What follows belongs to an exercise in optimizing a design on an open flow for small area and a short achievable clock period; a production flow would make more cautious choices.
The RTL was checked by simulation tests, not by an equivalence proof against the original design.

== build 93 ==
## bfly_engine_top
module bfly_engine_top #(
  parameter int data_width = DATA_WIDTH,
  parameter int bu_par     = BU_PAR,
  parameter int frac_bits  = FRAC_BITS
) (
  input  logic                           clk,
  input  logic                           rst_n,
  input  logic                           up_vld,
  input  logic signed [data_width-1:0]   up_dat,
  input  logic                           cfg_we,
  input  logic [CFG_ADDR_W-1:0]          cfg_addr,
  input  logic [CFG_DATA_W-1:0]          cfg_wdata,
  output logic                           dn_vld,
  output logic [2*bu_par*data_width-1:0] dn_dat
);
export LEC_CHECK = 0
export CAP_MARGIN = 20
export CELL_PAD_IN_SITES_DETAIL_PLACEMENT = 1
export CELL_PAD_IN_SITES_GLOBAL_PLACEMENT = 1
export CORE_MARGIN = 2
export CORE_UTILIZATION = 65
export PLACE_DENSITY = 0.75
export SLEW_MARGIN = 60
create_clock -name core_clock -period 8.0 [get_ports {clk}]
standard.sh (not shown) runs the stock make flow with config.mk's settings and CLKGATE_MAP_FILE= SYNTH_SCRIPT=/design/flow/synth_recipe.tcl, a recipe that flattens the netlist after the stock synthesis.
==> flow/flow/run.sh <==
#!/bin/bash
# The standard layout (the standard.sh, which runs the standard synthesis
# unchanged), with these ORFS arguments set:
#  - port buffers use buf_2 instead of the default delay-cell buffer;
#  - clock tree synthesis uses clkbuf_16, clusters of up to 30 sinks within
#    60 um, and inserts no dummy balancing loads;
#  - timing repair aims for 5.25 ns of setup slack (a 2.75 ns period).
# Each tool's full output goes to the ORFS logs under orfs/logs, and the
# make output to standard.log here.
set -euo pipefail
export BUFFER_PORTS_ARGS="-buffer_cell sky130_fd_sc_hd__buf_2"
export CTS_ARGS="-sink_clustering_enable -repair_clock_nets -buf_list sky130_fd_sc_hd__clkbuf_16 -sink_clustering_size 30 -sink_clustering_max_diameter 60 -dont_use_dummy_load -sink_clustering_levels 1"
bash standard.sh SETUP_SLACK_MARGIN=5.25 finish > standard.log 2>&1
--- input diff build 93..build 90 ---
Settings: swapping 65 for 72 in CORE_UTILIZATION; swapping 0.75 for 0.8 in PLACE_DENSITY.
diff --git a/flow/flow/run.sh b/flow/flow/run.sh
--- a/flow/flow/run.sh
+++ b/flow/flow/run.sh
@@ -11,3 +11,3 @@
 export BUFFER_PORTS_ARGS="-buffer_cell sky130_fd_sc_hd__buf_2"
-export CTS_ARGS="-sink_clustering_enable -repair_clock_nets -buf_list sky130_fd_sc_hd__clkbuf_16 -sink_clustering_size 30 -sink_clustering_max_diameter 60 -dont_use_dummy_load -sink_clustering_levels 1"
+export CTS_ARGS="-sink_clustering_enable -repair_clock_nets -buf_list sky130_fd_sc_hd__clkbuf_16 -sink_clustering_size 30 -sink_clustering_max_diameter 60 -dont_use_dummy_load"
 bash standard.sh SETUP_SLACK_MARGIN=5.25 finish > standard.log 2>&1
Results
Count of placed standard cells including taps (lower): build 90
Going from build 93 to build 90, depth of the CTS H-tree -1; arithmetic-cell share of the synthesized area counting full adders, half adders and majority gates ~0 delta; CTS buffer count -10; post-CTS resize count +580%; post-CTS setup-driven buffer insertion count +15.
When build 90 is measured against build 93, its placement row count turns out about 5% lower.
Of build 93 and build 90, the higher placer congestion estimate belongs to build 93.
Build 90 | ERROR | clock tree synthesis
On standard cell area after detailed placement, build 90 tracks build 93 almost exactly.
Input-level comparison between build 6 and build 90:
Settings: swapping 0.8 for 0.75 in PLACE_DENSITY; swapping 72 for 65 in CORE_UTILIZATION.
### Flow results
- Build 6 was carried through to the last stage, and its layout satisfied the timing, design-rule and antenna checks.
- Floorplan die width for build 6 is higher than for build 90.
- Re number of placed instances with taps included: build 6 and build 90 aren't equal, and the higher value belongs to build 6.
- Build 6 -> build 90: average instance area after synthesis delta 0, exact match
- Delta (build 6 minus build 90): TritonCTS buffer count increased 17%; area after detailed placement now sits at about the same level; number of setup buffers added after CTS shrank by 15; y dimension of the die now sits higher.
Modified inputs, build 42 compared to build 6
Settings: a change of CORE_UTILIZATION from 65 to 50; a deleted PLACE_DENSITY that had been 0.75.
### Flow results
The arrival time reported for the critical path endpoint of build 42 exceeds that of build 6 by 0.02 ns. Build 6 ended up with dn_dat[49] as its worst setup path startpoint; build 42 ended up with dn_dat[35].
Here is what was changed in the inputs of build 31 compared with build 42.
Settings: putting PLACE_DENSITY at 0.75 where nothing was set; swapping 50 for 65 in CORE_UTILIZATION.
diff --git a/flow/flow/run.sh b/flow/flow/run.sh
--- a/flow/flow/run.sh
+++ b/flow/flow/run.sh
@@ -11,3 +11,3 @@
 export BUFFER_PORTS_ARGS="-buffer_cell sky130_fd_sc_hd__buf_2"
-export CTS_ARGS="-sink_clustering_enable -repair_clock_nets -buf_list sky130_fd_sc_hd__clkbuf_16 -sink_clustering_size 30 -sink_clustering_max_diameter 60 -dont_use_dummy_load"
+export CTS_ARGS="-sink_clustering_enable -repair_clock_nets -buf_list sky130_fd_sc_hd__clkbuf_16 -sink_clustering_size 30 -sink_clustering_max_diameter 60 -dont_use_dummy_load -balance_levels"
 bash standard.sh SETUP_SLACK_MARGIN=5.25 finish > standard.log 2>&1
Notes after the runs:
- Across build 42 and build 31, the outcome is the same: a clean finish for every run.
- Build 42 reports its end of the critical path as dn_dat[35] while build 31 reports dn_dat[49].
- Summary — wire length of the first global-routing pass, build 31 relative to build 42: higher, by 8.1%.
- Compared build 42 against build 31.
- Of the two candidates, build 42 has the better total via count in the routed design and build 31 the worse one.
- Compared with build 42, build 31 shows a worst-skew pair later-pin latency that is 0.04 ns lower.
- There was hardly any difference in worst hold-check slack between build 31 and build 42.
- Compared to build 42, build 31 has total routing usage reported by global routing 11 points higher.

---

Setup of v33:
bfly_engine_top, a different RTL version from the one above (not shown whole).
Size in the first run: about 3600 cells after synthesis, about 190 I/O pins.
==> flow/config.mk <==
export PLATFORM = sky130hd
export DESIGN_NAME = bfly_engine_top
export DESIGN_NICKNAME = bfly_engine_top
export VERILOG_FILES = /design/flow/design.v
export SDC_FILE = /design/flow/constraint.sdc
export NUM_CORES = 4
export LEC_CHECK = 0
export CAP_MARGIN = 20
export CELL_PAD_IN_SITES_DETAIL_PLACEMENT = 1
export CELL_PAD_IN_SITES_GLOBAL_PLACEMENT = 1
export CORE_MARGIN = 2
export CORE_UTILIZATION = 50
export CTS_BUF_LIST = sky130_fd_sc_hd__clkbuf_8
export CTS_CLUSTER_DIAMETER = 50
export CTS_CLUSTER_SIZE = 20
export SETUP_SLACK_MARGIN = 5
export SLEW_MARGIN = 20
==> flow/constraint.sdc <==
create_clock -name core_clock -period 8.0 [get_ports {clk}]
set_input_delay 1.6000 -clock core_clock [delete_from_list [all_inputs] [get_ports {clk}]]
set_output_delay 1.6000 -clock core_clock [all_outputs]
set_load 0.01 [all_outputs]
==> flow/flow/run.sh <==
#!/bin/bash
# The standard layout (the standard.sh, which runs the standard synthesis
# unchanged), with two ORFS arguments set:
#  - port buffers use buf_2 instead of the default delay-cell buffer;
#  - clock tree synthesis inserts no dummy balancing loads.
# Each tool's full output goes to the ORFS logs under orfs/logs, and the
# make output to standard.log here.
set -euo pipefail
export BUFFER_PORTS_ARGS="-buffer_cell sky130_fd_sc_hd__buf_2"
export CTS_ARGS="-sink_clustering_enable -repair_clock_nets -buf_list sky130_fd_sc_hd__clkbuf_16 -sink_clustering_size 30 -sink_clustering_max_diameter 60 -dont_use_dummy_load"
bash standard.sh > standard.log 2>&1
The final layout from v33, which completed every stage, passed the timing, design-rule and antenna checks at the end of the flow.
Here is what was changed in the inputs of v26 compared with v33.
--- a/flow/flow/run.sh
+++ b/flow/flow/run.sh
@@ -8,4 +8,4 @@
 set -euo pipefail
 export BUFFER_PORTS_ARGS="-buffer_cell sky130_fd_sc_hd__buf_2"
-export CTS_ARGS="-sink_clustering_enable -repair_clock_nets -buf_list sky130_fd_sc_hd__clkbuf_16 -sink_clustering_size 30 -sink_clustering_max_diameter 60 -dont_use_dummy_load"
+export CTS_ARGS="-sink_clustering_enable -repair_clock_nets -buf_list sky130_fd_sc_hd__clkbuf_8 -sink_clustering_size 25 -sink_clustering_max_diameter 40 -dont_use_dummy_load"
 bash standard.sh > standard.log 2>&1
==> comparison <==
Looking at post-route core utilization across v26 and v33, the one that comes out lower is v26. Max total routed wirelength across v26 and v33: v26. v26 vs v33: post-cts sizing count up by more than 10%. Looking at v26 and v33, the total area of multi-input combinational cells is a wash. In v26, the number of global-route vias before repair came out 299 above the value in v33. In v26, the clock tree buffer count of the final layout came out 52 above the value in v33.
What v58 does differently from v26 at the input level:
- CORE_UTILIZATION changed from 50 to 30
--- a/flow/flow/run.sh
+++ b/flow/flow/run.sh
@@ -8,4 +8,4 @@
 set -euo pipefail
 export BUFFER_PORTS_ARGS="-buffer_cell sky130_fd_sc_hd__buf_2"
-export CTS_ARGS="-sink_clustering_enable -repair_clock_nets -buf_list sky130_fd_sc_hd__clkbuf_8 -sink_clustering_size 25 -sink_clustering_max_diameter 40 -dont_use_dummy_load"
+export CTS_ARGS="-sink_clustering_enable -repair_clock_nets -buf_list sky130_fd_sc_hd__clkbuf_8 -sink_clustering_size 20 -sink_clustering_max_diameter 50 -dont_use_dummy_load"
 bash standard.sh > standard.log 2>&1
==> comparison <==
Compared with v26, v58 shows number of global-route vias before repair that has gone down by a few percent.
v26 has higher final-layout clock buffer total than v58.
Diff v26 -> v58: smallest setup slack after layout rose 0.017 ns; fraction of area in multi-input gates now smaller; total CTS buffers now sits lower; count of plain and timing-repair buffers climbed 18.
v26 → v58: cell count saw an increase, die area increased by 68000 µm² relative to the old numbers.
The higher number of detailed-routing iterations run before antenna repair came out of v58.

[port drivers added, routing unchanged]
Ports are ideal in the flow. The routed layouts listed here were re-timed in OpenROAD.
Step 1 sets driving cells, clkbuf_16 on the clock port and buf_2 on the other inputs (assumed; they add their load-dependent delay and slew).
Step 2 adds t to the input delays and takes it off the output delays; t is the mean of the earliest and latest rising clock arrival at the registers after step 1. Input paths then give back, and output paths get back, about the clock's delay inside the block.
Slacks: ideal ports / drivers / drivers and shift; pairs: ideal ports / drivers.
| run | t, ns | setup slack, ns | worst setup path after step 2 | clock arrival spread, ns |
|---|---|---|---|---|
| build 93 | 0.689 | 5.131 / 5.060 / 4.623 | input to register | 0.128 / 0.129 |
| build 6 | 0.689 | 5.131 / 5.060 / 4.623 | input to register | 0.128 / 0.129 |
| build 42 | 0.740 | 5.113 / 5.040 / 4.713 | input to register | 0.099 / 0.099 |
| build 31 | 0.689 | 5.131 / 5.060 / 4.623 | input to register | 0.128 / 0.129 |
| v33 | 0.729 | 5.063 / 4.995 / 5.090 | register to register | 0.115 / 0.115 |
| v26 | 0.873 | 4.947 / 4.875 / 5.098 | register to register | 0.123 / 0.123 |
| v58 | 0.917 | 4.964 / 4.885 / 5.057 | register to register | 0.201 / 0.201 |
After both steps every run listed still meets setup and hold.
